From an optimization exercise on the open Yosys and OpenROAD flow, aimed at small area, a short achievable clock period and few clock cycles per item; shortcuts taken in it are not production practice. Function was not checked in any run shown here: the RTL went through the layout flow alone. Power and IR drop assume default switching activity.

**design/flow/flow/run.sh**
```bash
#!/bin/bash
# Standard ORFS layout (the standard.sh), with the port buffers that
# buffer_ports inserts made sky130_fd_sc_hd__buf_1 instead of its default pick.
set -uo pipefail
bash standard.sh BUFFER_PORTS_ARGS="-buffer_cell sky130_fd_sc_hd__buf_1" finish > standard_make.log 2>&1
status=$?
tail -50 standard_make.log
exit $status
```
**design/flow/standard.sh**
```bash
#!/bin/bash
# synth_recipe.tcl (not shown) runs the flow's synth.tcl, then flattens the netlist and writes it again
# the make line also repeats each setting of config.mk as NAME=value (left out here)
make -C /OpenROAD-flow-scripts/flow DESIGN_CONFIG=/design/flow/config.mk WORK_HOME=/design/flow/orfs CLKGATE_MAP_FILE= SYNTH_SCRIPT=/design/flow/synth_recipe.tcl "${@:-finish}"
```
**design/flow/config.mk**
```make
export PLATFORM = sky130hd
export DESIGN_NAME = tcp_synack_reply_builder
export DESIGN_NICKNAME = tcp_synack_reply_builder
export VERILOG_FILES = /design/flow/design.v
export SDC_FILE = /design/flow/constraint.sdc
export NUM_CORES = 4
export LEC_CHECK = 0
export ABC_AREA = 0
export CAP_MARGIN = 20
export CORE_MARGIN = 2
export CORE_UTILIZATION = 40
export SETUP_SLACK_MARGIN = 3.9
export SLEW_MARGIN = 20
```
**design/flow/constraint.sdc**
```tcl
create_clock -name core_clock -period 8.0 [get_ports {clk}]
set_input_delay 1.6000 -clock core_clock [delete_from_list [all_inputs] [get_ports {clk}]]
set_output_delay 1.6000 -clock core_clock [all_outputs]
set_load 0.01 [all_outputs]
```
**design/flow/design.v**
```verilog
module tcp_synack_reply_builder (
  input  logic         clk,
  input  logic         rst,
  input  logic         in_valid,
  output logic         in_stall,
  input  logic [271:0] in_data,
  output logic         out_valid,
  input  logic         out_stall,
  output logic [256:0] out_data,
  input  logic         psel,
  input  logic         penable,
  input  logic         pwrite,
  input  logic [2:0]   paddr,
  input  logic [31:0]  pwdata,
  output logic [31:0]  prdata,
  output logic         pready
);
  function automatic logic [15:0] eac_add(input logic [15:0] x, input logic [15:0] y);
    logic [15:0] g, p, gg, pp, c;
    logic cin;
    g = x & y; p = x ^ y; gg = g; pp = p;
    for (int l = 0; l < 4; l++)
      for (int i = 0; i < 16; i++)
        if ((i >> l) & 1) begin
          gg[i] = gg[i] | (pp[i] & gg[((i >> l) << l) - 1]);
          pp[i] = pp[i] & pp[((i >> l) << l) - 1];
        end
    cin = gg[15];
    c[0] = cin;
    for (int i = 1; i < 16; i++) c[i] = gg[i-1] | (pp[i-1] & cin);
    eac_add = p ^ c;
  endfunction
  function automatic logic [15:0] eac_add0(input logic [15:0] x, input logic [15:0] y);
    logic [15:0] g, p, gg, pp, c;
    logic cin;
    g = x & y; p = x ^ y; gg = g; pp = p;
    for (int l = 0; l < 4; l++)
      for (int i = 0; i < 16; i++)
        if ((i >> l) & 1) begin
          gg[i] = gg[i] | (pp[i] & gg[((i >> l) << l) - 1]);
          pp[i] = pp[i] & pp[((i >> l) << l) - 1];
        end
    cin = gg[15] | pp[15];
    c[0] = cin;
    for (int i = 1; i < 16; i++) c[i] = gg[i-1] | (pp[i-1] & cin);
    eac_add0 = p ^ c;
  endfunction
  function automatic logic [15:0] eac_add0_ks(input logic [15:0] x, input logic [15:0] y);
    logic [15:0] p, gg, pp, g2, p2;
    p = x ^ y; gg = x & y; pp = p;
    for (int l = 0; l < 4; l++) begin
      for (int i = 0; i < 16; i++) begin
        g2[i] = gg[i] | (pp[i] & gg[(i + 16 - (1 << l)) % 16]);
        p2[i] = pp[i] & pp[(i + 16 - (1 << l)) % 16];
      end
      gg = g2; pp = p2;
    end
    for (int i = 0; i < 16; i++) eac_add0_ks[i] = p[i] ^ (gg[(i + 15) % 16] | pp[(i + 15) % 16]);
  endfunction
  function automatic logic [15:0] eac_add_ks(input logic [15:0] x, input logic [15:0] y);
    logic [15:0] p, gg, pp, g2, p2;
    p = x ^ y; gg = x & y; pp = p;
    for (int l = 0; l < 4; l++) begin
      for (int i = 0; i < 16; i++) begin
        g2[i] = gg[i] | (pp[i] & gg[(i + 16 - (1 << l)) % 16]);
        p2[i] = pp[i] & pp[(i + 16 - (1 << l)) % 16];
      end
      gg = g2; pp = p2;
    end
    for (int i = 0; i < 16; i++) eac_add_ks[i] = p[i] ^ gg[(i + 15) % 16];
  endfunction
  logic [15:0] local_port;
  logic [15:0] server_port;
  logic        wr_en;
  assign pready = 1'b1;
  assign wr_en  = psel && penable && pwrite;
  assign prdata = {16'd0, paddr[2] ? server_port : local_port};
  always_ff @(posedge clk) begin
    if (rst) begin
      local_port  <= 16'd0;
      server_port <= 16'd80;
    end else if (wr_en) begin
      if (paddr[2]) server_port <= pwdata[15:0];
      else          local_port  <= pwdata[15:0];
    end
  end
  localparam logic [15:0] TcpK = 16'h502B;
  localparam logic [15:0] CfgWRst = 16'h507B;   
  logic [15:0] cfg_o, cfg_u, cfg_v, cfg_m, cfg_w;
  assign cfg_o = paddr[2] ? local_port : server_port;
  assign cfg_u = pwdata[15:0] ^ cfg_o ^ TcpK;
  assign cfg_m = (pwdata[15:0] & cfg_o) | (pwdata[15:0] & TcpK) | (cfg_o & TcpK);
  assign cfg_v = {cfg_m[14:0], cfg_m[15]};
  always_ff @(posedge clk) begin
    if (rst)        cfg_w <= CfgWRst;
    else if (wr_en) cfg_w <= eac_add_ks(cfg_u, cfg_v);
  end
  logic [47:0] dmac, smac;
  logic [15:0] etype, dport;
  logic [7:0]  proto, flags;
  logic [31:0] sip, dip, seq_in, ack_in;
  assign {dmac, smac, etype, proto, sip, dip, dport, seq_in, ack_in, flags} = in_data;
  logic [15:0] sip_hi, sip_lo, dip_hi, dip_lo, ack_hi, ack_lo, seq_hi, seq_lo;
  assign {sip_hi, sip_lo} = sip;
  assign {dip_hi, dip_lo} = dip;
  assign {ack_hi, ack_lo} = ack_in;
  assign {seq_hi, seq_lo} = seq_in;
  logic match;
  assign match = (etype == 16'h0800) && (proto == 8'h06) && (dport == local_port) &&
                 (flags[5:0] == 6'h12);
  logic [31:0] ack_next;
  assign ack_next = seq_in + 32'd1;
  logic seq_wrap;
  assign seq_wrap = &seq_in;
  logic [15:0] sh_s, sh_m;
  assign sh_s[0] = sip_hi[0] ^ sip_lo[0] ^ dip_hi[0];
  assign sh_m[0] = (sip_hi[0] & sip_lo[0]) | (sip_hi[0] & dip_hi[0]) | (sip_lo[0] & dip_hi[0]);
  assign sh_s[1] = sip_hi[1] ^ sip_lo[1] ^ dip_hi[1];
  assign sh_m[1] = (sip_hi[1] & sip_lo[1]) | (sip_hi[1] & dip_hi[1]) | (sip_lo[1] & dip_hi[1]);
  assign sh_s[2] = sip_hi[2] ^ sip_lo[2] ^ dip_hi[2];
  assign sh_m[2] = (sip_hi[2] & sip_lo[2]) | (sip_hi[2] & dip_hi[2]) | (sip_lo[2] & dip_hi[2]);
  assign sh_s[3] = sip_hi[3] ^ sip_lo[3] ^ dip_hi[3];
  assign sh_m[3] = (sip_hi[3] & sip_lo[3]) | (sip_hi[3] & dip_hi[3]) | (sip_lo[3] & dip_hi[3]);
  assign sh_s[4] = sip_hi[4] ^ sip_lo[4] ^ dip_hi[4];
  assign sh_m[4] = (sip_hi[4] & sip_lo[4]) | (sip_hi[4] & dip_hi[4]) | (sip_lo[4] & dip_hi[4]);
  assign sh_s[5] = sip_hi[5] ^ sip_lo[5] ^ dip_hi[5];
  assign sh_m[5] = (sip_hi[5] & sip_lo[5]) | (sip_hi[5] & dip_hi[5]) | (sip_lo[5] & dip_hi[5]);
  assign sh_s[6] = sip_hi[6] ^ sip_lo[6] ^ dip_hi[6];
  assign sh_m[6] = (sip_hi[6] & sip_lo[6]) | (sip_hi[6] & dip_hi[6]) | (sip_lo[6] & dip_hi[6]);
  assign sh_s[7] = sip_hi[7] ^ sip_lo[7] ^ dip_hi[7];
  assign sh_m[7] = (sip_hi[7] & sip_lo[7]) | (sip_hi[7] & dip_hi[7]) | (sip_lo[7] & dip_hi[7]);
  assign sh_s[8] = sip_hi[8] ^ sip_lo[8] ^ dip_hi[8];
  assign sh_m[8] = (sip_hi[8] & sip_lo[8]) | (sip_hi[8] & dip_hi[8]) | (sip_lo[8] & dip_hi[8]);
  assign sh_s[9] = sip_hi[9] ^ sip_lo[9] ^ dip_hi[9];
  assign sh_m[9] = (sip_hi[9] & sip_lo[9]) | (sip_hi[9] & dip_hi[9]) | (sip_lo[9] & dip_hi[9]);
  assign sh_s[10] = sip_hi[10] ^ sip_lo[10] ^ dip_hi[10];
  assign sh_m[10] = (sip_hi[10] & sip_lo[10]) | (sip_hi[10] & dip_hi[10]) | (sip_lo[10] & dip_hi[10]);
  assign sh_s[11] = sip_hi[11] ^ sip_lo[11] ^ dip_hi[11];
  assign sh_m[11] = (sip_hi[11] & sip_lo[11]) | (sip_hi[11] & dip_hi[11]) | (sip_lo[11] & dip_hi[11]);
  assign sh_s[12] = sip_hi[12] ^ sip_lo[12] ^ dip_hi[12];
  assign sh_m[12] = (sip_hi[12] & sip_lo[12]) | (sip_hi[12] & dip_hi[12]) | (sip_lo[12] & dip_hi[12]);
  assign sh_s[13] = sip_hi[13] ^ sip_lo[13] ^ dip_hi[13];
  assign sh_m[13] = (sip_hi[13] & sip_lo[13]) | (sip_hi[13] & dip_hi[13]) | (sip_lo[13] & dip_hi[13]);
  assign sh_s[14] = sip_hi[14] ^ sip_lo[14] ^ dip_hi[14];
  assign sh_m[14] = (sip_hi[14] & sip_lo[14]) | (sip_hi[14] & dip_hi[14]) | (sip_lo[14] & dip_hi[14]);
  assign sh_s[15] = sip_hi[15] ^ sip_lo[15] ^ dip_hi[15];
  assign sh_m[15] = (sip_hi[15] & sip_lo[15]) | (sip_hi[15] & dip_hi[15]) | (sip_lo[15] & dip_hi[15]);
  logic ip_s1, ip_c2;
  logic ip_s3, ip_c4;
  logic ip_s5, ip_c6;
  logic ip_s7, ip_c8;
  logic ip_s9, ip_c10;
  logic ip_s11, ip_c12;
  logic ip_s13, ip_c14;
  logic ip_s15, ip_c16;
  logic ip_s17, ip_c18;
  logic ip_s19, ip_c20;
  logic ip_s21, ip_c22;
  logic ip_s23, ip_c24;
  logic ip_s25, ip_c26;
  logic ip_s27, ip_c28;
  logic ip_s29, ip_c30;
  logic ip_s31, ip_c32;
  logic ip_s33, ip_c34;
  logic ip_s35, ip_c36;
  logic ip_s37, ip_c38;
  logic ip_s39, ip_c40;
  logic ip_s41, ip_c42;
  logic ip_s43, ip_c44;
  logic ip_s45, ip_c46;
  logic ip_s47, ip_c48;
  logic ip_s49, ip_c50;
  logic ip_s51, ip_c52;
  logic ip_s53, ip_c54;
  logic ip_s55, ip_c56;
  logic ip_s57, ip_c58;
  logic ip_s59, ip_c60;
  logic ip_s61, ip_c62;
  logic ip_s63, ip_c64;
  logic tcp_s65, tcp_c66;
  logic tcp_s67, tcp_c68;
  logic tcp_s69, tcp_c70;
  logic tcp_s71, tcp_c72;
  logic tcp_s73, tcp_c74;
  logic tcp_s75, tcp_c76;
  logic tcp_s77, tcp_c78;
  logic tcp_s79, tcp_c80;
  logic tcp_s81, tcp_c82;
  logic tcp_s83, tcp_c84;
  logic tcp_s85, tcp_c86;
  logic tcp_s87, tcp_c88;
  logic tcp_s89, tcp_c90;
  logic tcp_s91, tcp_c92;
  logic tcp_s93, tcp_c94;
  logic tcp_s95, tcp_c96;
  logic tcp_s97, tcp_c98;
  logic tcp_s99, tcp_c100;
  logic tcp_s101, tcp_c102;
  logic tcp_s103, tcp_c104;
  logic tcp_s105, tcp_c106;
  logic tcp_s107, tcp_c108;
  logic tcp_s109, tcp_c110;
  logic tcp_s111, tcp_c112;
  logic tcp_s113, tcp_c114;
  logic tcp_s115, tcp_c116;
  logic tcp_s117, tcp_c118;
  logic tcp_s119, tcp_c120;
  logic tcp_s121, tcp_c122;
  logic tcp_s123, tcp_c124;
  logic tcp_s125, tcp_c126;
  logic tcp_s127, tcp_c128;
  logic tcp_s129, tcp_c130;
  logic tcp_s131, tcp_c132;
  logic tcp_s133, tcp_c134;
  logic tcp_s135, tcp_c136;
  logic tcp_s137, tcp_c138;
  logic tcp_s139, tcp_c140;
  logic tcp_s141, tcp_c142;
  logic tcp_s143, tcp_c144;
  logic tcp_s145, tcp_c146;
  logic tcp_s147, tcp_c148;
  logic tcp_s149, tcp_c150;
  logic tcp_s151, tcp_c152;
  logic tcp_s153, tcp_c154;
  logic tcp_s155, tcp_c156;
  logic tcp_s157, tcp_c158;
  logic tcp_s159, tcp_c160;
  logic tcp_s161, tcp_c162;
  logic tcp_s163, tcp_c164;
  logic tcp_s165, tcp_c166;
  logic tcp_s167, tcp_c168;
  logic tcp_s169, tcp_c170;
  logic tcp_s171, tcp_c172;
  logic tcp_s173, tcp_c174;
  logic tcp_s175, tcp_c176;
  logic tcp_s177, tcp_c178;
  logic tcp_s179, tcp_c180;
  logic tcp_s181, tcp_c182;
  logic tcp_s183, tcp_c184;
  logic tcp_s185, tcp_c186;
  logic tcp_s187, tcp_c188;
  logic tcp_s189, tcp_c190;
  logic tcp_s191, tcp_c192;
  logic tcp_s193, tcp_c194;
  logic tcp_s195, tcp_c196;
  logic tcp_s197, tcp_c198;
  logic tcp_s199, tcp_c200;
  logic tcp_s201, tcp_c202;
  logic tcp_s203, tcp_c204;
  logic tcp_s205, tcp_c206;
  logic tcp_s207, tcp_c208;
  logic tcp_s209, tcp_c210;
  logic tcp_s211, tcp_c212;
  logic tcp_s213, tcp_c214;
  logic tcp_s215, tcp_c216;
  logic tcp_s217, tcp_c218;
  logic tcp_s219, tcp_c220;
  logic tcp_s221, tcp_c222;
  logic tcp_s223, tcp_c224;
  logic tcp_s225, tcp_c226;
  logic tcp_s227, tcp_c228;
  logic tcp_s229, tcp_c230;
  logic tcp_s231, tcp_c232;
  logic tcp_s233, tcp_c234;
  logic tcp_s235, tcp_c236;
  logic tcp_s237, tcp_c238;
  logic tcp_s239, tcp_c240;
  logic tcp_s241, tcp_c242;
  logic tcp_s243, tcp_c244;
  logic tcp_s245, tcp_c246;
  logic tcp_s247, tcp_c248;
  logic tcp_s249, tcp_c250;
  logic tcp_s251, tcp_c252;
  logic tcp_s253, tcp_c254;
  logic tcp_s255, tcp_c256;
  assign ip_s1 = 1'b1 ^ dip_lo[0] ^ sh_s[0];
  assign ip_c2 = (1'b1 & dip_lo[0]) | (1'b1 & sh_s[0]) | (dip_lo[0] & sh_s[0]);
  assign ip_s3 = 1'b1 ^ dip_lo[1] ^ sh_s[1];
  assign ip_c4 = (1'b1 & dip_lo[1]) | (1'b1 & sh_s[1]) | (dip_lo[1] & sh_s[1]);
  assign ip_s5 = 1'b1 ^ dip_lo[2] ^ sh_s[2];
  assign ip_c6 = (1'b1 & dip_lo[2]) | (1'b1 & sh_s[2]) | (dip_lo[2] & sh_s[2]);
  assign ip_s7 = 1'b1 ^ dip_lo[3] ^ sh_s[3];
  assign ip_c8 = (1'b1 & dip_lo[3]) | (1'b1 & sh_s[3]) | (dip_lo[3] & sh_s[3]);
  assign ip_s9 = 1'b0 ^ dip_lo[4] ^ sh_s[4];
  assign ip_c10 = (1'b0 & dip_lo[4]) | (1'b0 & sh_s[4]) | (dip_lo[4] & sh_s[4]);
  assign ip_s11 = 1'b1 ^ dip_lo[5] ^ sh_s[5];
  assign ip_c12 = (1'b1 & dip_lo[5]) | (1'b1 & sh_s[5]) | (dip_lo[5] & sh_s[5]);
  assign ip_s13 = 1'b0 ^ dip_lo[6] ^ sh_s[6];
  assign ip_c14 = (1'b0 & dip_lo[6]) | (1'b0 & sh_s[6]) | (dip_lo[6] & sh_s[6]);
  assign ip_s15 = 1'b0 ^ dip_lo[7] ^ sh_s[7];
  assign ip_c16 = (1'b0 & dip_lo[7]) | (1'b0 & sh_s[7]) | (dip_lo[7] & sh_s[7]);
  assign ip_s17 = 1'b0 ^ dip_lo[8] ^ sh_s[8];
  assign ip_c18 = (1'b0 & dip_lo[8]) | (1'b0 & sh_s[8]) | (dip_lo[8] & sh_s[8]);
  assign ip_s19 = 1'b0 ^ dip_lo[9] ^ sh_s[9];
  assign ip_c20 = (1'b0 & dip_lo[9]) | (1'b0 & sh_s[9]) | (dip_lo[9] & sh_s[9]);
  assign ip_s21 = 1'b1 ^ dip_lo[10] ^ sh_s[10];
  assign ip_c22 = (1'b1 & dip_lo[10]) | (1'b1 & sh_s[10]) | (dip_lo[10] & sh_s[10]);
  assign ip_s23 = 1'b0 ^ dip_lo[11] ^ sh_s[11];
  assign ip_c24 = (1'b0 & dip_lo[11]) | (1'b0 & sh_s[11]) | (dip_lo[11] & sh_s[11]);
  assign ip_s25 = 1'b0 ^ dip_lo[12] ^ sh_s[12];
  assign ip_c26 = (1'b0 & dip_lo[12]) | (1'b0 & sh_s[12]) | (dip_lo[12] & sh_s[12]);
  assign ip_s27 = 1'b0 ^ dip_lo[13] ^ sh_s[13];
  assign ip_c28 = (1'b0 & dip_lo[13]) | (1'b0 & sh_s[13]) | (dip_lo[13] & sh_s[13]);
  assign ip_s29 = 1'b1 ^ dip_lo[14] ^ sh_s[14];
  assign ip_c30 = (1'b1 & dip_lo[14]) | (1'b1 & sh_s[14]) | (dip_lo[14] & sh_s[14]);
  assign ip_s31 = 1'b0 ^ dip_lo[15] ^ sh_s[15];
  assign ip_c32 = (1'b0 & dip_lo[15]) | (1'b0 & sh_s[15]) | (dip_lo[15] & sh_s[15]);
  assign ip_s33 = sh_m[15] ^ ip_s1 ^ ip_c32;
  assign ip_c34 = (sh_m[15] & ip_s1) | (sh_m[15] & ip_c32) | (ip_s1 & ip_c32);
  assign ip_s35 = sh_m[0] ^ ip_c2 ^ ip_s3;
  assign ip_c36 = (sh_m[0] & ip_c2) | (sh_m[0] & ip_s3) | (ip_c2 & ip_s3);
  assign ip_s37 = sh_m[1] ^ ip_c4 ^ ip_s5;
  assign ip_c38 = (sh_m[1] & ip_c4) | (sh_m[1] & ip_s5) | (ip_c4 & ip_s5);
  assign ip_s39 = sh_m[2] ^ ip_c6 ^ ip_s7;
  assign ip_c40 = (sh_m[2] & ip_c6) | (sh_m[2] & ip_s7) | (ip_c6 & ip_s7);
  assign ip_s41 = sh_m[3] ^ ip_c8 ^ ip_s9;
  assign ip_c42 = (sh_m[3] & ip_c8) | (sh_m[3] & ip_s9) | (ip_c8 & ip_s9);
  assign ip_s43 = sh_m[4] ^ ip_c10 ^ ip_s11;
  assign ip_c44 = (sh_m[4] & ip_c10) | (sh_m[4] & ip_s11) | (ip_c10 & ip_s11);
  assign ip_s45 = sh_m[5] ^ ip_c12 ^ ip_s13;
  assign ip_c46 = (sh_m[5] & ip_c12) | (sh_m[5] & ip_s13) | (ip_c12 & ip_s13);
  assign ip_s47 = sh_m[6] ^ ip_c14 ^ ip_s15;
  assign ip_c48 = (sh_m[6] & ip_c14) | (sh_m[6] & ip_s15) | (ip_c14 & ip_s15);
  assign ip_s49 = sh_m[7] ^ ip_c16 ^ ip_s17;
  assign ip_c50 = (sh_m[7] & ip_c16) | (sh_m[7] & ip_s17) | (ip_c16 & ip_s17);
  assign ip_s51 = sh_m[8] ^ ip_c18 ^ ip_s19;
  assign ip_c52 = (sh_m[8] & ip_c18) | (sh_m[8] & ip_s19) | (ip_c18 & ip_s19);
  assign ip_s53 = sh_m[9] ^ ip_c20 ^ ip_s21;
  assign ip_c54 = (sh_m[9] & ip_c20) | (sh_m[9] & ip_s21) | (ip_c20 & ip_s21);
  assign ip_s55 = sh_m[10] ^ ip_c22 ^ ip_s23;
  assign ip_c56 = (sh_m[10] & ip_c22) | (sh_m[10] & ip_s23) | (ip_c22 & ip_s23);
  assign ip_s57 = sh_m[11] ^ ip_c24 ^ ip_s25;
  assign ip_c58 = (sh_m[11] & ip_c24) | (sh_m[11] & ip_s25) | (ip_c24 & ip_s25);
  assign ip_s59 = sh_m[12] ^ ip_c26 ^ ip_s27;
  assign ip_c60 = (sh_m[12] & ip_c26) | (sh_m[12] & ip_s27) | (ip_c26 & ip_s27);
  assign ip_s61 = sh_m[13] ^ ip_c28 ^ ip_s29;
  assign ip_c62 = (sh_m[13] & ip_c28) | (sh_m[13] & ip_s29) | (ip_c28 & ip_s29);
  assign ip_s63 = sh_m[14] ^ ip_c30 ^ ip_s31;
  assign ip_c64 = (sh_m[14] & ip_c30) | (sh_m[14] & ip_s31) | (ip_c30 & ip_s31);
  assign tcp_s65 = cfg_w[0] ^ dip_lo[0] ^ ack_hi[0];
  assign tcp_c66 = (cfg_w[0] & dip_lo[0]) | (cfg_w[0] & ack_hi[0]) | (dip_lo[0] & ack_hi[0]);
  assign tcp_s67 = ack_lo[0] ^ seq_hi[0] ^ seq_lo[0];
  assign tcp_c68 = (ack_lo[0] & seq_hi[0]) | (ack_lo[0] & seq_lo[0]) | (seq_hi[0] & seq_lo[0]);
  assign tcp_s69 = cfg_w[1] ^ dip_lo[1] ^ ack_hi[1];
  assign tcp_c70 = (cfg_w[1] & dip_lo[1]) | (cfg_w[1] & ack_hi[1]) | (dip_lo[1] & ack_hi[1]);
  assign tcp_s71 = ack_lo[1] ^ seq_hi[1] ^ seq_lo[1];
  assign tcp_c72 = (ack_lo[1] & seq_hi[1]) | (ack_lo[1] & seq_lo[1]) | (seq_hi[1] & seq_lo[1]);
  assign tcp_s73 = cfg_w[2] ^ dip_lo[2] ^ ack_hi[2];
  assign tcp_c74 = (cfg_w[2] & dip_lo[2]) | (cfg_w[2] & ack_hi[2]) | (dip_lo[2] & ack_hi[2]);
  assign tcp_s75 = ack_lo[2] ^ seq_hi[2] ^ seq_lo[2];
  assign tcp_c76 = (ack_lo[2] & seq_hi[2]) | (ack_lo[2] & seq_lo[2]) | (seq_hi[2] & seq_lo[2]);
  assign tcp_s77 = cfg_w[3] ^ dip_lo[3] ^ ack_hi[3];
  assign tcp_c78 = (cfg_w[3] & dip_lo[3]) | (cfg_w[3] & ack_hi[3]) | (dip_lo[3] & ack_hi[3]);
  assign tcp_s79 = ack_lo[3] ^ seq_hi[3] ^ seq_lo[3];
  assign tcp_c80 = (ack_lo[3] & seq_hi[3]) | (ack_lo[3] & seq_lo[3]) | (seq_hi[3] & seq_lo[3]);
  assign tcp_s81 = cfg_w[4] ^ dip_lo[4] ^ ack_hi[4];
  assign tcp_c82 = (cfg_w[4] & dip_lo[4]) | (cfg_w[4] & ack_hi[4]) | (dip_lo[4] & ack_hi[4]);
  assign tcp_s83 = ack_lo[4] ^ seq_hi[4] ^ seq_lo[4];
  assign tcp_c84 = (ack_lo[4] & seq_hi[4]) | (ack_lo[4] & seq_lo[4]) | (seq_hi[4] & seq_lo[4]);
  assign tcp_s85 = cfg_w[5] ^ dip_lo[5] ^ ack_hi[5];
  assign tcp_c86 = (cfg_w[5] & dip_lo[5]) | (cfg_w[5] & ack_hi[5]) | (dip_lo[5] & ack_hi[5]);
  assign tcp_s87 = ack_lo[5] ^ seq_hi[5] ^ seq_lo[5];
  assign tcp_c88 = (ack_lo[5] & seq_hi[5]) | (ack_lo[5] & seq_lo[5]) | (seq_hi[5] & seq_lo[5]);
  assign tcp_s89 = cfg_w[6] ^ dip_lo[6] ^ ack_hi[6];
  assign tcp_c90 = (cfg_w[6] & dip_lo[6]) | (cfg_w[6] & ack_hi[6]) | (dip_lo[6] & ack_hi[6]);
  assign tcp_s91 = ack_lo[6] ^ seq_hi[6] ^ seq_lo[6];
  assign tcp_c92 = (ack_lo[6] & seq_hi[6]) | (ack_lo[6] & seq_lo[6]) | (seq_hi[6] & seq_lo[6]);
  assign tcp_s93 = cfg_w[7] ^ dip_lo[7] ^ ack_hi[7];
  assign tcp_c94 = (cfg_w[7] & dip_lo[7]) | (cfg_w[7] & ack_hi[7]) | (dip_lo[7] & ack_hi[7]);
  assign tcp_s95 = ack_lo[7] ^ seq_hi[7] ^ seq_lo[7];
  assign tcp_c96 = (ack_lo[7] & seq_hi[7]) | (ack_lo[7] & seq_lo[7]) | (seq_hi[7] & seq_lo[7]);
  assign tcp_s97 = cfg_w[8] ^ dip_lo[8] ^ ack_hi[8];
  assign tcp_c98 = (cfg_w[8] & dip_lo[8]) | (cfg_w[8] & ack_hi[8]) | (dip_lo[8] & ack_hi[8]);
  assign tcp_s99 = ack_lo[8] ^ seq_hi[8] ^ seq_lo[8];
  assign tcp_c100 = (ack_lo[8] & seq_hi[8]) | (ack_lo[8] & seq_lo[8]) | (seq_hi[8] & seq_lo[8]);
  assign tcp_s101 = cfg_w[9] ^ dip_lo[9] ^ ack_hi[9];
  assign tcp_c102 = (cfg_w[9] & dip_lo[9]) | (cfg_w[9] & ack_hi[9]) | (dip_lo[9] & ack_hi[9]);
  assign tcp_s103 = ack_lo[9] ^ seq_hi[9] ^ seq_lo[9];
  assign tcp_c104 = (ack_lo[9] & seq_hi[9]) | (ack_lo[9] & seq_lo[9]) | (seq_hi[9] & seq_lo[9]);
  assign tcp_s105 = cfg_w[10] ^ dip_lo[10] ^ ack_hi[10];
  assign tcp_c106 = (cfg_w[10] & dip_lo[10]) | (cfg_w[10] & ack_hi[10]) | (dip_lo[10] & ack_hi[10]);
  assign tcp_s107 = ack_lo[10] ^ seq_hi[10] ^ seq_lo[10];
  assign tcp_c108 = (ack_lo[10] & seq_hi[10]) | (ack_lo[10] & seq_lo[10]) | (seq_hi[10] & seq_lo[10]);
  assign tcp_s109 = cfg_w[11] ^ dip_lo[11] ^ ack_hi[11];
  assign tcp_c110 = (cfg_w[11] & dip_lo[11]) | (cfg_w[11] & ack_hi[11]) | (dip_lo[11] & ack_hi[11]);
  assign tcp_s111 = ack_lo[11] ^ seq_hi[11] ^ seq_lo[11];
  assign tcp_c112 = (ack_lo[11] & seq_hi[11]) | (ack_lo[11] & seq_lo[11]) | (seq_hi[11] & seq_lo[11]);
  assign tcp_s113 = cfg_w[12] ^ dip_lo[12] ^ ack_hi[12];
  assign tcp_c114 = (cfg_w[12] & dip_lo[12]) | (cfg_w[12] & ack_hi[12]) | (dip_lo[12] & ack_hi[12]);
  assign tcp_s115 = ack_lo[12] ^ seq_hi[12] ^ seq_lo[12];
  assign tcp_c116 = (ack_lo[12] & seq_hi[12]) | (ack_lo[12] & seq_lo[12]) | (seq_hi[12] & seq_lo[12]);
  assign tcp_s117 = cfg_w[13] ^ dip_lo[13] ^ ack_hi[13];
  assign tcp_c118 = (cfg_w[13] & dip_lo[13]) | (cfg_w[13] & ack_hi[13]) | (dip_lo[13] & ack_hi[13]);
  assign tcp_s119 = ack_lo[13] ^ seq_hi[13] ^ seq_lo[13];
  assign tcp_c120 = (ack_lo[13] & seq_hi[13]) | (ack_lo[13] & seq_lo[13]) | (seq_hi[13] & seq_lo[13]);
  assign tcp_s121 = cfg_w[14] ^ dip_lo[14] ^ ack_hi[14];
  assign tcp_c122 = (cfg_w[14] & dip_lo[14]) | (cfg_w[14] & ack_hi[14]) | (dip_lo[14] & ack_hi[14]);
  assign tcp_s123 = ack_lo[14] ^ seq_hi[14] ^ seq_lo[14];
  assign tcp_c124 = (ack_lo[14] & seq_hi[14]) | (ack_lo[14] & seq_lo[14]) | (seq_hi[14] & seq_lo[14]);
  assign tcp_s125 = cfg_w[15] ^ dip_lo[15] ^ ack_hi[15];
  assign tcp_c126 = (cfg_w[15] & dip_lo[15]) | (cfg_w[15] & ack_hi[15]) | (dip_lo[15] & ack_hi[15]);
  assign tcp_s127 = ack_lo[15] ^ seq_hi[15] ^ seq_lo[15];
  assign tcp_c128 = (ack_lo[15] & seq_hi[15]) | (ack_lo[15] & seq_lo[15]) | (seq_hi[15] & seq_lo[15]);
  assign tcp_s129 = sh_s[0] ^ sh_m[15] ^ tcp_s65;
  assign tcp_c130 = (sh_s[0] & sh_m[15]) | (sh_s[0] & tcp_s65) | (sh_m[15] & tcp_s65);
  assign tcp_s131 = tcp_s67 ^ tcp_c126 ^ tcp_c128;
  assign tcp_c132 = (tcp_s67 & tcp_c126) | (tcp_s67 & tcp_c128) | (tcp_c126 & tcp_c128);
  assign tcp_s133 = sh_s[1] ^ sh_m[0] ^ tcp_c66;
  assign tcp_c134 = (sh_s[1] & sh_m[0]) | (sh_s[1] & tcp_c66) | (sh_m[0] & tcp_c66);
  assign tcp_s135 = tcp_c68 ^ tcp_s69 ^ tcp_s71;
  assign tcp_c136 = (tcp_c68 & tcp_s69) | (tcp_c68 & tcp_s71) | (tcp_s69 & tcp_s71);
  assign tcp_s137 = sh_s[2] ^ sh_m[1] ^ tcp_c70;
  assign tcp_c138 = (sh_s[2] & sh_m[1]) | (sh_s[2] & tcp_c70) | (sh_m[1] & tcp_c70);
  assign tcp_s139 = tcp_c72 ^ tcp_s73 ^ tcp_s75;
  assign tcp_c140 = (tcp_c72 & tcp_s73) | (tcp_c72 & tcp_s75) | (tcp_s73 & tcp_s75);
  assign tcp_s141 = sh_s[3] ^ sh_m[2] ^ tcp_c74;
  assign tcp_c142 = (sh_s[3] & sh_m[2]) | (sh_s[3] & tcp_c74) | (sh_m[2] & tcp_c74);
  assign tcp_s143 = tcp_c76 ^ tcp_s77 ^ tcp_s79;
  assign tcp_c144 = (tcp_c76 & tcp_s77) | (tcp_c76 & tcp_s79) | (tcp_s77 & tcp_s79);
  assign tcp_s145 = sh_s[4] ^ sh_m[3] ^ tcp_c78;
  assign tcp_c146 = (sh_s[4] & sh_m[3]) | (sh_s[4] & tcp_c78) | (sh_m[3] & tcp_c78);
  assign tcp_s147 = tcp_c80 ^ tcp_s81 ^ tcp_s83;
  assign tcp_c148 = (tcp_c80 & tcp_s81) | (tcp_c80 & tcp_s83) | (tcp_s81 & tcp_s83);
  assign tcp_s149 = sh_s[5] ^ sh_m[4] ^ tcp_c82;
  assign tcp_c150 = (sh_s[5] & sh_m[4]) | (sh_s[5] & tcp_c82) | (sh_m[4] & tcp_c82);
  assign tcp_s151 = tcp_c84 ^ tcp_s85 ^ tcp_s87;
  assign tcp_c152 = (tcp_c84 & tcp_s85) | (tcp_c84 & tcp_s87) | (tcp_s85 & tcp_s87);
  assign tcp_s153 = sh_s[6] ^ sh_m[5] ^ tcp_c86;
  assign tcp_c154 = (sh_s[6] & sh_m[5]) | (sh_s[6] & tcp_c86) | (sh_m[5] & tcp_c86);
  assign tcp_s155 = tcp_c88 ^ tcp_s89 ^ tcp_s91;
  assign tcp_c156 = (tcp_c88 & tcp_s89) | (tcp_c88 & tcp_s91) | (tcp_s89 & tcp_s91);
  assign tcp_s157 = sh_s[7] ^ sh_m[6] ^ tcp_c90;
  assign tcp_c158 = (sh_s[7] & sh_m[6]) | (sh_s[7] & tcp_c90) | (sh_m[6] & tcp_c90);
  assign tcp_s159 = tcp_c92 ^ tcp_s93 ^ tcp_s95;
  assign tcp_c160 = (tcp_c92 & tcp_s93) | (tcp_c92 & tcp_s95) | (tcp_s93 & tcp_s95);
  assign tcp_s161 = sh_s[8] ^ sh_m[7] ^ tcp_c94;
  assign tcp_c162 = (sh_s[8] & sh_m[7]) | (sh_s[8] & tcp_c94) | (sh_m[7] & tcp_c94);
  assign tcp_s163 = tcp_c96 ^ tcp_s97 ^ tcp_s99;
  assign tcp_c164 = (tcp_c96 & tcp_s97) | (tcp_c96 & tcp_s99) | (tcp_s97 & tcp_s99);
  assign tcp_s165 = sh_s[9] ^ sh_m[8] ^ tcp_c98;
  assign tcp_c166 = (sh_s[9] & sh_m[8]) | (sh_s[9] & tcp_c98) | (sh_m[8] & tcp_c98);
  assign tcp_s167 = tcp_c100 ^ tcp_s101 ^ tcp_s103;
  assign tcp_c168 = (tcp_c100 & tcp_s101) | (tcp_c100 & tcp_s103) | (tcp_s101 & tcp_s103);
  assign tcp_s169 = sh_s[10] ^ sh_m[9] ^ tcp_c102;
  assign tcp_c170 = (sh_s[10] & sh_m[9]) | (sh_s[10] & tcp_c102) | (sh_m[9] & tcp_c102);
  assign tcp_s171 = tcp_c104 ^ tcp_s105 ^ tcp_s107;
  assign tcp_c172 = (tcp_c104 & tcp_s105) | (tcp_c104 & tcp_s107) | (tcp_s105 & tcp_s107);
  assign tcp_s173 = sh_s[11] ^ sh_m[10] ^ tcp_c106;
  assign tcp_c174 = (sh_s[11] & sh_m[10]) | (sh_s[11] & tcp_c106) | (sh_m[10] & tcp_c106);
  assign tcp_s175 = tcp_c108 ^ tcp_s109 ^ tcp_s111;
  assign tcp_c176 = (tcp_c108 & tcp_s109) | (tcp_c108 & tcp_s111) | (tcp_s109 & tcp_s111);
  assign tcp_s177 = sh_s[12] ^ sh_m[11] ^ tcp_c110;
  assign tcp_c178 = (sh_s[12] & sh_m[11]) | (sh_s[12] & tcp_c110) | (sh_m[11] & tcp_c110);
  assign tcp_s179 = tcp_c112 ^ tcp_s113 ^ tcp_s115;
  assign tcp_c180 = (tcp_c112 & tcp_s113) | (tcp_c112 & tcp_s115) | (tcp_s113 & tcp_s115);
  assign tcp_s181 = sh_s[13] ^ sh_m[12] ^ tcp_c114;
  assign tcp_c182 = (sh_s[13] & sh_m[12]) | (sh_s[13] & tcp_c114) | (sh_m[12] & tcp_c114);
  assign tcp_s183 = tcp_c116 ^ tcp_s117 ^ tcp_s119;
  assign tcp_c184 = (tcp_c116 & tcp_s117) | (tcp_c116 & tcp_s119) | (tcp_s117 & tcp_s119);
  assign tcp_s185 = sh_s[14] ^ sh_m[13] ^ tcp_c118;
  assign tcp_c186 = (sh_s[14] & sh_m[13]) | (sh_s[14] & tcp_c118) | (sh_m[13] & tcp_c118);
  assign tcp_s187 = tcp_c120 ^ tcp_s121 ^ tcp_s123;
  assign tcp_c188 = (tcp_c120 & tcp_s121) | (tcp_c120 & tcp_s123) | (tcp_s121 & tcp_s123);
  assign tcp_s189 = sh_s[15] ^ sh_m[14] ^ tcp_c122;
  assign tcp_c190 = (sh_s[15] & sh_m[14]) | (sh_s[15] & tcp_c122) | (sh_m[14] & tcp_c122);
  assign tcp_s191 = tcp_c124 ^ tcp_s125 ^ tcp_s127;
  assign tcp_c192 = (tcp_c124 & tcp_s125) | (tcp_c124 & tcp_s127) | (tcp_s125 & tcp_s127);
  assign tcp_s193 = tcp_s129 ^ tcp_s131 ^ tcp_c190;
  assign tcp_c194 = (tcp_s129 & tcp_s131) | (tcp_s129 & tcp_c190) | (tcp_s131 & tcp_c190);
  assign tcp_s195 = tcp_c130 ^ tcp_c132 ^ tcp_s133;
  assign tcp_c196 = (tcp_c130 & tcp_c132) | (tcp_c130 & tcp_s133) | (tcp_c132 & tcp_s133);
  assign tcp_s197 = tcp_c134 ^ tcp_c136 ^ tcp_s137;
  assign tcp_c198 = (tcp_c134 & tcp_c136) | (tcp_c134 & tcp_s137) | (tcp_c136 & tcp_s137);
  assign tcp_s199 = tcp_c138 ^ tcp_c140 ^ tcp_s141;
  assign tcp_c200 = (tcp_c138 & tcp_c140) | (tcp_c138 & tcp_s141) | (tcp_c140 & tcp_s141);
  assign tcp_s201 = tcp_c142 ^ tcp_c144 ^ tcp_s145;
  assign tcp_c202 = (tcp_c142 & tcp_c144) | (tcp_c142 & tcp_s145) | (tcp_c144 & tcp_s145);
  assign tcp_s203 = tcp_c146 ^ tcp_c148 ^ tcp_s149;
  assign tcp_c204 = (tcp_c146 & tcp_c148) | (tcp_c146 & tcp_s149) | (tcp_c148 & tcp_s149);
  assign tcp_s205 = tcp_c150 ^ tcp_c152 ^ tcp_s153;
  assign tcp_c206 = (tcp_c150 & tcp_c152) | (tcp_c150 & tcp_s153) | (tcp_c152 & tcp_s153);
  assign tcp_s207 = tcp_c154 ^ tcp_c156 ^ tcp_s157;
  assign tcp_c208 = (tcp_c154 & tcp_c156) | (tcp_c154 & tcp_s157) | (tcp_c156 & tcp_s157);
  assign tcp_s209 = tcp_c158 ^ tcp_c160 ^ tcp_s161;
  assign tcp_c210 = (tcp_c158 & tcp_c160) | (tcp_c158 & tcp_s161) | (tcp_c160 & tcp_s161);
  assign tcp_s211 = tcp_c162 ^ tcp_c164 ^ tcp_s165;
  assign tcp_c212 = (tcp_c162 & tcp_c164) | (tcp_c162 & tcp_s165) | (tcp_c164 & tcp_s165);
  assign tcp_s213 = tcp_c166 ^ tcp_c168 ^ tcp_s169;
  assign tcp_c214 = (tcp_c166 & tcp_c168) | (tcp_c166 & tcp_s169) | (tcp_c168 & tcp_s169);
  assign tcp_s215 = tcp_c170 ^ tcp_c172 ^ tcp_s173;
  assign tcp_c216 = (tcp_c170 & tcp_c172) | (tcp_c170 & tcp_s173) | (tcp_c172 & tcp_s173);
  assign tcp_s217 = tcp_c174 ^ tcp_c176 ^ tcp_s177;
  assign tcp_c218 = (tcp_c174 & tcp_c176) | (tcp_c174 & tcp_s177) | (tcp_c176 & tcp_s177);
  assign tcp_s219 = tcp_c178 ^ tcp_c180 ^ tcp_s181;
  assign tcp_c220 = (tcp_c178 & tcp_c180) | (tcp_c178 & tcp_s181) | (tcp_c180 & tcp_s181);
  assign tcp_s221 = tcp_c182 ^ tcp_c184 ^ tcp_s185;
  assign tcp_c222 = (tcp_c182 & tcp_c184) | (tcp_c182 & tcp_s185) | (tcp_c184 & tcp_s185);
  assign tcp_s223 = tcp_c186 ^ tcp_c188 ^ tcp_s189;
  assign tcp_c224 = (tcp_c186 & tcp_c188) | (tcp_c186 & tcp_s189) | (tcp_c188 & tcp_s189);
  assign tcp_s225 = tcp_c192 ^ tcp_s193 ^ tcp_c224;
  assign tcp_c226 = (tcp_c192 & tcp_s193) | (tcp_c192 & tcp_c224) | (tcp_s193 & tcp_c224);
  assign tcp_s227 = tcp_s135 ^ tcp_c194 ^ tcp_s195;
  assign tcp_c228 = (tcp_s135 & tcp_c194) | (tcp_s135 & tcp_s195) | (tcp_c194 & tcp_s195);
  assign tcp_s229 = tcp_s139 ^ tcp_c196 ^ tcp_s197;
  assign tcp_c230 = (tcp_s139 & tcp_c196) | (tcp_s139 & tcp_s197) | (tcp_c196 & tcp_s197);
  assign tcp_s231 = tcp_s143 ^ tcp_c198 ^ tcp_s199;
  assign tcp_c232 = (tcp_s143 & tcp_c198) | (tcp_s143 & tcp_s199) | (tcp_c198 & tcp_s199);
  assign tcp_s233 = tcp_s147 ^ tcp_c200 ^ tcp_s201;
  assign tcp_c234 = (tcp_s147 & tcp_c200) | (tcp_s147 & tcp_s201) | (tcp_c200 & tcp_s201);
  assign tcp_s235 = tcp_s151 ^ tcp_c202 ^ tcp_s203;
  assign tcp_c236 = (tcp_s151 & tcp_c202) | (tcp_s151 & tcp_s203) | (tcp_c202 & tcp_s203);
  assign tcp_s237 = tcp_s155 ^ tcp_c204 ^ tcp_s205;
  assign tcp_c238 = (tcp_s155 & tcp_c204) | (tcp_s155 & tcp_s205) | (tcp_c204 & tcp_s205);
  assign tcp_s239 = tcp_s159 ^ tcp_c206 ^ tcp_s207;
  assign tcp_c240 = (tcp_s159 & tcp_c206) | (tcp_s159 & tcp_s207) | (tcp_c206 & tcp_s207);
  assign tcp_s241 = tcp_s163 ^ tcp_c208 ^ tcp_s209;
  assign tcp_c242 = (tcp_s163 & tcp_c208) | (tcp_s163 & tcp_s209) | (tcp_c208 & tcp_s209);
  assign tcp_s243 = tcp_s167 ^ tcp_c210 ^ tcp_s211;
  assign tcp_c244 = (tcp_s167 & tcp_c210) | (tcp_s167 & tcp_s211) | (tcp_c210 & tcp_s211);
  assign tcp_s245 = tcp_s171 ^ tcp_c212 ^ tcp_s213;
  assign tcp_c246 = (tcp_s171 & tcp_c212) | (tcp_s171 & tcp_s213) | (tcp_c212 & tcp_s213);
  assign tcp_s247 = tcp_s175 ^ tcp_c214 ^ tcp_s215;
  assign tcp_c248 = (tcp_s175 & tcp_c214) | (tcp_s175 & tcp_s215) | (tcp_c214 & tcp_s215);
  assign tcp_s249 = tcp_s179 ^ tcp_c216 ^ tcp_s217;
  assign tcp_c250 = (tcp_s179 & tcp_c216) | (tcp_s179 & tcp_s217) | (tcp_c216 & tcp_s217);
  assign tcp_s251 = tcp_s183 ^ tcp_c218 ^ tcp_s219;
  assign tcp_c252 = (tcp_s183 & tcp_c218) | (tcp_s183 & tcp_s219) | (tcp_c218 & tcp_s219);
  assign tcp_s253 = tcp_s187 ^ tcp_c220 ^ tcp_s221;
  assign tcp_c254 = (tcp_s187 & tcp_c220) | (tcp_s187 & tcp_s221) | (tcp_c220 & tcp_s221);
  assign tcp_s255 = tcp_s191 ^ tcp_c222 ^ tcp_s223;
  assign tcp_c256 = (tcp_s191 & tcp_c222) | (tcp_s191 & tcp_s223) | (tcp_c222 & tcp_s223);
  logic [15:0] ip_a, ip_b, tcp_a, tcp_b;
  assign ip_a = {ip_c62, ip_c60, ip_c58, ip_c56, ip_c54, ip_c52, ip_c50, ip_c48, ip_c46, ip_c44, ip_c42, ip_c40, ip_c38, ip_c36, ip_c34, ip_s33};
  assign ip_b = {ip_s63, ip_s61, ip_s59, ip_s57, ip_s55, ip_s53, ip_s51, ip_s49, ip_s47, ip_s45, ip_s43, ip_s41, ip_s39, ip_s37, ip_s35, ip_c64};
  assign tcp_a = {tcp_c254, tcp_c252, tcp_c250, tcp_c248, tcp_c246, tcp_c244, tcp_c242, tcp_c240, tcp_c238, tcp_c236, tcp_c234, tcp_c232, tcp_c230, tcp_c228, tcp_c226, tcp_s225};
  assign tcp_b = {tcp_s255, tcp_s253, tcp_s251, tcp_s249, tcp_s247, tcp_s245, tcp_s243, tcp_s241, tcp_s239, tcp_s237, tcp_s235, tcp_s233, tcp_s231, tcp_s229, tcp_s227, tcp_c256};
  logic [15:0] tcp_x, tcp_y, tcp_hs, tcp_hc;
  assign tcp_x  = ~tcp_a;
  assign tcp_y  = ~tcp_b;
  assign tcp_hs = tcp_x ^ tcp_y ^ {15'd0, seq_wrap};
  assign tcp_hc = (tcp_x & tcp_y) | ({15'd0, seq_wrap} & (tcp_x ^ tcp_y));
  logic [15:0] ipx, ipy, tcx, tcy, ip_bs, tcp_bs;
  logic [7:0] ip_bc, tcp_bc;
  assign ipx = ~ip_a;
  assign ipy = ~ip_b;
  assign tcx = ~tcp_a;
  assign tcy = ~tcp_b;
  assign {ip_bc[0], ip_bs[1:0]} = {1'b0, ipx[1:0]} + {1'b0, ipy[1:0]};
  assign {ip_bc[1], ip_bs[3:2]} = {1'b0, ipx[3:2]} + {1'b0, ipy[3:2]};
  assign {ip_bc[2], ip_bs[5:4]} = {1'b0, ipx[5:4]} + {1'b0, ipy[5:4]};
  assign {ip_bc[3], ip_bs[7:6]} = {1'b0, ipx[7:6]} + {1'b0, ipy[7:6]};
  assign {ip_bc[4], ip_bs[9:8]} = {1'b0, ipx[9:8]} + {1'b0, ipy[9:8]};
  assign {ip_bc[5], ip_bs[11:10]} = {1'b0, ipx[11:10]} + {1'b0, ipy[11:10]};
  assign {ip_bc[6], ip_bs[13:12]} = {1'b0, ipx[13:12]} + {1'b0, ipy[13:12]};
  assign {ip_bc[7], ip_bs[15:14]} = {1'b0, ipx[15:14]} + {1'b0, ipy[15:14]};
  localparam int W = 1 + 48 + 48 + 32 + 32 + 32 + 32 + 24 + 32;
  logic         ld;
  logic [W-1:0] nxt, q;
  assign ld       = !out_valid || !out_stall;
  assign in_stall = !ld;
  assign nxt = {1'b1, smac, dmac, dip, sip, ack_in, ack_next, ip_bs, ip_bc, tcp_hs, {tcp_hc[14:0], tcp_hc[15]}};
  always_ff @(posedge clk) begin
    if (rst)     out_valid <= 1'b0;
    else if (ld) out_valid <= in_valid;
  end
  logic ld_m, hold;
  logic [W-1:0] q_d;
  assign ld_m = ld && match;
  assign hold = !ld;
  assign q_d = (nxt & {W{ld_m}}) | (q & {W{hold}});
  always_ff @(posedge clk) begin
    q <= q_d;
  end
  logic        q_send;
  logic [47:0] q_dmac, q_smac;
  logic [31:0] q_sip, q_dip, q_seq, q_ack;
  logic [15:0] q_ips, q_tcps, q_ipc, q_tcpc;
  logic [7:0] q_ipbc, q_tcpbc;
  assign {q_send, q_dmac, q_smac, q_sip, q_dip, q_seq, q_ack, q_ips, q_ipbc, q_tcps, q_tcpc} = q;
  assign q_tcpbc = '0;
  assign q_ipc = {1'b0, q_ipbc[6], 1'b0, q_ipbc[5], 1'b0, q_ipbc[4], 1'b0, q_ipbc[3], 1'b0, q_ipbc[2], 1'b0, q_ipbc[1], 1'b0, q_ipbc[0], 1'b0, q_ipbc[7]};
  assign out_data = {q_send, q_dmac, q_smac, q_sip, q_dip, eac_add0_ks(q_ips, q_ipc),
                     q_seq, q_ack, eac_add0_ks(q_tcps, q_tcpc)};
endmodule
```
==> results of run 1 <==
[synthesized netlist by cell type, types with 39 or more instances]
cell type,count
ha_1,96
clkbuf_1,110
a21oi_1,88
nand2_1,599
xnor2_1,39
o31ai_1,63
nor2_1,47
buf_4,242
dfxtp_1,329
fa_1,137
nand4_1,40
o21ai_0,242
inv_1,259
[final timing paths]
path | end | from | depth (start not counted)
min | q[90]$_DFF_P_ | q[90]$_DFF_P_ | 2
max reg2reg | q[16]$_DFF_P_ | cfg_w[0]$_SDFFE_PP1P_ | 8
max | q[16]$_DFF_P_ | in_data[103] | 9
min reg2reg | q[90]$_DFF_P_ | q[90]$_DFF_P_ | 2
[layout make-up]
type	instances	area share
multi-input combinational	1683	0.500
sequential	330	0.268
timing repair buffer	595	0.0971
clock buffer	58	0.0483
inverter	259	0.0413
tap	696	0.0353
clock inverter	17	0.00923
timing repair inverter	2	0.000710
antenna	1	0.000101
[registers in the layout, indices dropped and copies added (netlist names), named ones only]
signal	count
q	280
cfg_w	16
local_port	16
server_port	16
out_valid	1
[through the flow]
stage                     instances  total power, W  setup slack, ps
after global routing           3640         0.00521             3740
after global placement         3546         0.00292             2940
after CTS                      3629         0.00494             3830
after detailed placement       3546         0.00294             2950
after floorplan                2644         0.00254             3660
final                          3641         0.00489             3860
[per-layer routing]
layer / track usage / share of wire / vias to the layer above
met5: 0 / 0 / -
met4: 0.0702 / 0.026 / 0
met3: 0.0379 / 0.056 / 96
met2: 0.422 / 0.49 / 643
met1: 0.321 / 0.43 / 9054
li1: - / - / 8963
[critical path, stage by stage]
cell and delay [ps]:
buf_1 250, fa_2 470, fa_1 500, fa_1 530, fa_1 520, inv_1 50
fa_2 510, nand2_1 50, o21ai_1 140
[power groups by stage]
| stage | registers (W) | logic [W] | clock network, W |
|---|---|---|---|
| global placement | 0.00169 | 0.00123 | 0 |
| CTS | 0.00166 | 0.00127 | 0.00201 |
| finish | 0.00166 | 0.00126 | 0.00197 |
| global route | 0.00166 | 0.00148 | 0.00207 |
| floorplan | 0.00169 | 0.000846 | 0 |
| detailed placement | 0.00170 | 0.00125 | 0 |
[kinds of logic after synthesis]
kind of cell | synth area share
AOI/OAI and AO/OA | 0.145
xor gates and xnor gates | 0.0308
adders and majority gates | 0.182
buffers and inverters | 0.156
DFF | 0.306
muxes | 0.0168
other | 0.000347
and+or+nand+nor | 0.162
[timing repair]
action                     CTS  global route
setup endpoints to repair  174            43
pin swaps                   16            30
gates resized for setup     90           103
gates cloned                 2             1
setup buffers                6            10
==> flow_summary.json, run 1 <==
{
  "status": "timing/DRC/antenna clean",
  "yosysWarnings": 1,
  "seq_area_frac_synth": 0.306,
  "p_int_w": 0.00336,
  "startpoint_type": "primary input",
  "p_per_area_mw_per_mm2": 198,
  "postSynth.asyncResetShare": 0,
  "critPathArrivalTime_ps": 4630,
  "wl_per_cell_um": 19.6,
  "seqCellArea_mm2": 0.00663,
  "synthTopCellsByArea": "dfxtp_1 (30%), fa_1 (13%), nand2_1 (10%)",
  "vias": 18756,
  "syn_inst": 2629,
  "critical_path.max_fanout": 3,
  "p_sw_frac": 0.313,
  "core_mm2": 0.0536,
  "start_util": 0.403,
  "drtPass1Iterations": 5,
  "synth_top_area_cell": "dfxtp_1",
  "crit_required_ps": 8490,
  "syn2layout_area_growth_pct": 14.2,
  "p_sw_w": 0.00153,
  "htreeDepth": 2,
  "p_leak_nw": 10.0,
  "pwr-share-comb": 0.257,
  "hold_path.class": "reg2reg",
  "final_cell_area_mm2": 0.0247,
  "rsz0062_at_grt": "yes",
  "grt_pass1_vias": 17994,
  "drc_errors": 0,
  "final_util": 0.460,
  "postRouteAntennaNets": 0,
  "slew_viol_final": 0,
  "grt-ovfl-total": 0,
  "cts_tree": "built",
  "mostFrequentLayoutCells": "nand2_1 (592), buf_1 (544), dfxtp_1 (322), inv_1 (248), o21ai_0 (203)",
  "cts.hold.buffers_added": 0,
  "dpl.hpwl_mm": 54.7,
  "worst_pin_slew_ps": 1050,
  "ctsRootBufferMaster": "clkbuf_16",
  "min_period_ps": 4140,
  "grt_max_degree": 111,
  "viasPerCell": 5.15,
  "grt_pass1_wl_mm": 107,
  "ys.flop_type": "dfxtp_1",
  "fin_worst_hold_slack_ps": 449,
  "drive_gt1_frac": 0.102,
  "die_area_mm2": 0.0559,
  "power_frac_seq": 0.340,
  "cts_buffer_depth": 3,
  "drtIter0Drc": 1289,
  "routabilityCongestion": 0.908,
  "finalCritPeriodShare": 0.518,
  "slew_headroom": 0.300,
  "antenna_found_initial": 1,
  "synth_edf_count": 1,
  "insertion_delay_ps": 570,
  "die_w_um": 236,
  "yosysUniqueCellTypes": 58,
  "syn_area_per_cell_um2": 8.22,
  "hold_violations": 0,
  "setup_viol": 0,
  "num_rows": 85,
  "fin_skew_ps": 9.44,
  "cts.clk_slew.worst_paths_ps": 60,
  "clock_sinks": 330,
  "setup_tns_ps": 0,
  "wirelength_mm": 71.4,
  "crit_type": "in2reg",
  "track_usage": 0.246,
  "pin_count": 606,
  "numCtsBuffers": 41,
  "layout_commonest_cell": "nand2_1",
  "synth_area_mm2": 0.0216,
  "max_freq_ghz": 0.241,
  "portBuffers": 568,
  "cap_violations": 0,
  "rrSetupSlack_ps": 4740,
  "synth.top_cell.area_share": 0.305,
  "place_area_mm2": 0.0224,
  "nNetsFinal": 3459,
  "clkPwrFrac": 0.403,
  "ir_drop_mv": 0.126,
  "synth_seq_cells": 330,
  "multi_input_area_mm2": 0.0123,
  "die_y_um": 236,
  "num-fill-cells": 5484,
  "endpoint_kind": "flop"
}
==> inputs of run 2 (changes only) <==
--- a/design/flow/design.v
+++ b/design/flow/design.v
@@ -109,7 +109,14 @@
   assign match = (etype == 16'h0800) && (proto == 8'h06) && (dport == local_port) &&
                  (flags[5:0] == 6'h12);
   logic [31:0] ack_next;
-  assign ack_next = seq_in + 32'd1;
+  logic [31:0] seq_pre;
+  always_comb begin
+    seq_pre = seq_in;
+    for (int l = 0; l < 5; l++)
+      for (int i = 0; i < 32; i++)
+        if ((i >> l) & 1) seq_pre[i] = seq_pre[i] & seq_pre[((i >> l) << l) - 1];
+  end
+  assign ack_next = seq_in ^ {seq_pre[30:0], 1'b1};
   logic seq_wrap;
   assign seq_wrap = &seq_in;
   logic [15:0] sh_s, sh_m;
@@ -553,12 +560,20 @@
   assign {ip_bc[5], ip_bs[11:10]} = {1'b0, ipx[11:10]} + {1'b0, ipy[11:10]};
   assign {ip_bc[6], ip_bs[13:12]} = {1'b0, ipx[13:12]} + {1'b0, ipy[13:12]};
   assign {ip_bc[7], ip_bs[15:14]} = {1'b0, ipx[15:14]} + {1'b0, ipy[15:14]};
-  localparam int W = 1 + 48 + 48 + 32 + 32 + 32 + 32 + 24 + 32;
+  assign {tcp_bc[0], tcp_bs[1:0]} = {1'b0, tcx[1:0]} + {1'b0, tcy[1:0]} + {2'd0, seq_wrap};
+  assign {tcp_bc[1], tcp_bs[3:2]} = {1'b0, tcx[3:2]} + {1'b0, tcy[3:2]};
+  assign {tcp_bc[2], tcp_bs[5:4]} = {1'b0, tcx[5:4]} + {1'b0, tcy[5:4]};
+  assign {tcp_bc[3], tcp_bs[7:6]} = {1'b0, tcx[7:6]} + {1'b0, tcy[7:6]};
+  assign {tcp_bc[4], tcp_bs[9:8]} = {1'b0, tcx[9:8]} + {1'b0, tcy[9:8]};
+  assign {tcp_bc[5], tcp_bs[11:10]} = {1'b0, tcx[11:10]} + {1'b0, tcy[11:10]};
+  assign {tcp_bc[6], tcp_bs[13:12]} = {1'b0, tcx[13:12]} + {1'b0, tcy[13:12]};
+  assign {tcp_bc[7], tcp_bs[15:14]} = {1'b0, tcx[15:14]} + {1'b0, tcy[15:14]};
+  localparam int W = 1 + 48 + 48 + 32 + 32 + 32 + 32 + 2 * 24;
   logic         ld;
   logic [W-1:0] nxt, q;
   assign ld       = !out_valid || !out_stall;
   assign in_stall = !ld;
-  assign nxt = {1'b1, smac, dmac, dip, sip, ack_in, ack_next, ip_bs, ip_bc, tcp_hs, {tcp_hc[14:0], tcp_hc[15]}};
+  assign nxt = {1'b1, smac, dmac, dip, sip, ack_in, ack_next, ip_bs, ip_bc, tcp_bs, tcp_bc};
   always_ff @(posedge clk) begin
     if (rst)     out_valid <= 1'b0;
     else if (ld) out_valid <= in_valid;
@@ -576,9 +591,9 @@
   logic [31:0] q_sip, q_dip, q_seq, q_ack;
   logic [15:0] q_ips, q_tcps, q_ipc, q_tcpc;
   logic [7:0] q_ipbc, q_tcpbc;
-  assign {q_send, q_dmac, q_smac, q_sip, q_dip, q_seq, q_ack, q_ips, q_ipbc, q_tcps, q_tcpc} = q;
-  assign q_tcpbc = '0;
+  assign {q_send, q_dmac, q_smac, q_sip, q_dip, q_seq, q_ack, q_ips, q_ipbc, q_tcps, q_tcpbc} = q;
   assign q_ipc = {1'b0, q_ipbc[6], 1'b0, q_ipbc[5], 1'b0, q_ipbc[4], 1'b0, q_ipbc[3], 1'b0, q_ipbc[2], 1'b0, q_ipbc[1], 1'b0, q_ipbc[0], 1'b0, q_ipbc[7]};
+  assign q_tcpc = {1'b0, q_tcpbc[6], 1'b0, q_tcpbc[5], 1'b0, q_tcpbc[4], 1'b0, q_tcpbc[3], 1'b0, q_tcpbc[2], 1'b0, q_tcpbc[1], 1'b0, q_tcpbc[0], 1'b0, q_tcpbc[7]};
   assign out_data = {q_send, q_dmac, q_smac, q_sip, q_dip, eac_add0_ks(q_ips, q_ipc),
                      q_seq, q_ack, eac_add0_ks(q_tcps, q_tcpc)};
 endmodule
==> run 2 against run 1 <==
  * Critical path type unchanged
  * Fmax fell by 8.0%
  * Global-route usage shrank 1.1 points
  * Still clean on timing, DRC and antenna
  * Sequential share of layout area fell by 0.12 points
  * Hold slack worse by 15 ps
  * Final area is 1.7% lower
==> flow_summary.json, run 2 <==
{
  "p_int_w": 0.00332,
  "num_rows": 83,
  "fin_cells": 3565,
  "seq_area_frac_synth": 0.311,
  "syn2layout_area_growth_pct": 17.0,
  "yosysWarnings": 1,
  "grt-ovfl-total": 0,
  "dp.cells": 3459,
  "wirelength_mm": 65.7,
  "insertion_delay_ps": 560,
  "drtPass1Iterations": 5,
  "yosysUniqueCellTypes": 60,
  "nNetsFinal": 3400,
  "routabilityCongestion": 0.958,
  "p_sw_frac": 0.308,
  "synth_top_area_cell": "dfxtp_1",
  "r2r-end": "q[9]$_DFF_P_",
  "antenna_found_initial": 4,
  "worstHoldEndpoint": "q[145]$_DFF_P_",
  "ys.flop_type": "dfxtp_1",
  "cts_tree": "built",
  "vias": 17648,
  "startpoint_type": "primary input",
  "min_period_ps": 4500,
  "synth_area_mm2": 0.0207,
  "syn_area_per_cell_um2": 8.12,
  "postRouteAntennaNets": 0,
  "cts.clk_slew.worst_paths_ps": 60,
  "start_util": 0.404,
  "p_per_area_mw_per_mm2": 198,
  "synth.top_cell.area_share": 0.310,
  "crit_required_ps": 8450,
  "hold_path.class": "reg2reg",
  "power_frac_seq": 0.337,
  "ctsRootBufferMaster": "clkbuf_16",
  "p_leak_nw": 11.0,
  "crit_start": "in_data[120]",
  "regMostFlops": "q",
  "critPathArrivalTime_ps": 4950,
  "setup_tns_ps": 0,
  "drc_errors": 0,
  "pwr-share-comb": 0.280,
  "reg2regPathDepth": 8,
  "drtIter0Drc": 955,
  "synth_edf_count": 1,
  "portBuffers": 568,
  "synth_seq_cells": 322,
  "status": "timing/DRC/antenna clean",
  "grt_max_degree": 221,
  "finalCritPeriodShare": 0.563,
  "slew_viol_final": 0,
  "die_area_mm2": 0.0537,
  "p_sw_w": 0.00148,
  "critical_path.max_fanout": 2,
  "slew_headroom": 0.357,
  "grt_pass1_vias": 17151,
  "endpoint_kind": "flop",
  "crit_chain": "buf_8 > inv_4 > fa_2 > inv_2 > fa_1 > fa_1 > fa_1 > fa_2 > fa_2 > nor2_1 > a22o_1",
  "r2r-start": "cfg_w[0]$_SDFFE_PP1P_",
  "layout_commonest_cell": "nand2_1",
  "largest_reg_flops": 272,
  "mostFrequentLayoutCells": "nand2_1 (619), buf_1 (472), dfxtp_1 (299), nand3_1 (262), inv_1 (210)",
  "rsz0062_at_grt": "yes",
  "wl_per_cell_um": 18.4,
  "pin_count": 606,
  "cts_buffer_depth": 3,
  "postSynth.asyncResetShare": 0,
  "hold_violations": 0,
  "syn_inst": 2554,
  "rrSetupSlack_ps": 4480,
  "crit_slowest_cell": "fa_2",
  "max_freq_ghz": 0.222,
  "min_path_cells": 2,
  "clock_sinks": 322,
  "synth_most_common_cell": "nand2_1",
  "die_w_um": 232,
  "cts.hold.buffers_added": 0,
  "ir_drop_mv": 0.138,
  "dpl.hpwl_mm": 50.9,
  "numCtsBuffers": 39,
  "grt_pass1_wl_mm": 98.3,
  "viasPerCell": 4.95,
  "crit_type": "in2reg",
  "cap_violations": 0,
  "setup_viol": 0,
  "drive_gt1_frac": 0.159,
  "fin_skew_ps": 18.7,
  "clkPwrFrac": 0.382,
  "cpPeakStageDelay_ps": 650,
  "track_usage": 0.235,
  "htreeDepth": 2,
  "hold_start": "q[145]$_DFF_P_",
  "die_y_um": 232,
  "worst_pin_slew_ps": 964,
  "synthTopCellsByArea": "dfxtp_1 (31%), fa_1 (14%), nand2_1 (11%)",
  "synth_common_cells": "nand2_1 (625), dfxtp_1 (321), nand3_1 (267)",
  "core_mm2": 0.0513
}
-- run 2: cell types whose count changed after synthesis, moves of 10 or more --
cell and delta:
nand2_1 +26, xnor2_1 +11, a31oi_1 +19, o211ai_1 -10, clkbuf_1 -14, a211oi_1 -11
o31ai_2 -30, ha_1 -12, nand3_1 +240, a21oi_1 -32, buf_4 +19, o21ai_0 -188
o31ai_1 -59, buf_6 -12
-- run 2: power by group through the flow --
stage          Clock, W  Combinational [W]  Sequential (W)
3_3_place_gp          0            0.00126         0.00165
6_report        0.00183            0.00135         0.00162
2_1_floorplan         0           0.000918         0.00165
5_1_grt         0.00194            0.00154         0.00162
4_1_cts         0.00189            0.00134         0.00162
3_5_place_dp          0            0.00130         0.00165
-- run 2: area by class of cell --
class | count | area (um^2)
clock inverters | 16 | 216
multi-input cells | 1622 | 11800
flip-flops and latches | 322 | 6490
fillers | 5156 | 27000
diodes | 1 | 2.50
clock buffers | 52 | 1090
repair buffers | 614 | 2770
inverters | 258 | 1020
well taps | 680 | 851
-- run 2: timing repair --
action / CTS / global route
endpoints found under the hold margin: 0 / 0
resized for setup: 221 / 133
setup buffers: 22 / 14
setup endpoints to repair: 83 / 219
pin swaps: 87 / 66
-- run 2: metrics by stage --
step | area [um^2] | utilization | setup slack, ps | hold WS, ps | total power (W)
after global routing | 24300 | 0.473 | 3480 | 449 | 0.00510
after CTS | 23800 | 0.463 | 3540 | 436 | 0.00485
after floorplan | 21000 | - | 3170 | 417 | 0.00257
after global placement | 21700 | 0.423 | 2630 | 422 | 0.00292
after detailed placement | 21700 | 0.423 | 2610 | 428 | 0.00295
final | 24300 | 0.473 | 3500 | 433 | 0.00480
-- run 2: cell families after synthesis --
family / after synthesis / synth area share
AOI/OAI and AO/OA: 213 / 0.0643
xor gates and xnor gates: 78 / 0.0329
adders and majority gates: 229 / 0.191
buffers and inverters: 625 / 0.161
DFF: 322 / 0.311
muxes: 38 / 0.0199
other: 2 / 0.000362
and+or+nand+nor: 1047 / 0.220
-- run 2: metal layers --
| layer | up-vias | part of all wire | global-route usage | wire length (um) |
|---|---|---|---|---|
| li1 | 8555 | - | - | - |
| met1 | 8508 | 0.42 | 0.305 | 27700 |
| met2 | 504 | 0.50 | 0.408 | 33000 |
| met3 | 75 | 0.055 | 0.0402 | 3620 |
| met4 | 6 | 0.020 | 0.0545 | 1300 |
| met5 | - | 0.00061 | 0 | 40 |
-- run 2: how the worst max path moves through the flow --
| stage | to | slack (ps) | cells past startpoint |
|---|---|---|---|
| floorplan | q[9]$_DFF_P_ | 3170 | 10 |
| global placement | q[9]$_DFF_P_ | 2630 | 11 |
| detailed placement | q[9]$_DFF_P_ | 2610 | 11 |
| CTS | q[9]$_DFF_P_ | 3540 | 11 |
| global route | q[9]$_DFF_P_ | 3480 | 11 |
| finish | q[9]$_DFF_P_ | 3500 | 11 |
-- run 2: critical path, delay by kind of cell --
| family | cells | cell delay, ps |
|---|---|---|
| compound gates | 1 | 200 |
| fa+ha+maj | 6 | 2930 |
| buf+inv | 3 | 160 |
| simple gates | 1 | 40 |

[re-timing with driven ports]
No port has a modelled driver above. Below, the same layouts with a new extraction and two added sets of constraints.
Step 1 sets driving cells, clkbuf_16 on the clock port and buf_2 on the other inputs (assumed; they add their load-dependent delay and slew).
Step 2 times the ports against the registers' clock, not the clock port: input delays grow and output delays shrink by t, the midpoint of the rising clock arrivals with the driver on.
a / b / c = no drivers / after step 1 / after step 2; a / b = the first two.
run | t, ns | setup slack, ns | worst setup path after step 2 | clock arrival spread, ns
run 1 | 0.623 | 3.858 / 3.798 / 3.265 | input to register | 0.012 / 0.013
run 2 | 0.608 | 3.500 / 3.511 / 2.903 | input to register | 0.023 / 0.022
After both steps setup and hold are still met in every run listed. For run 2, which loses most, drivers alone change the setup slack by +0.011 ns; drivers and shift together by -0.597 ns.
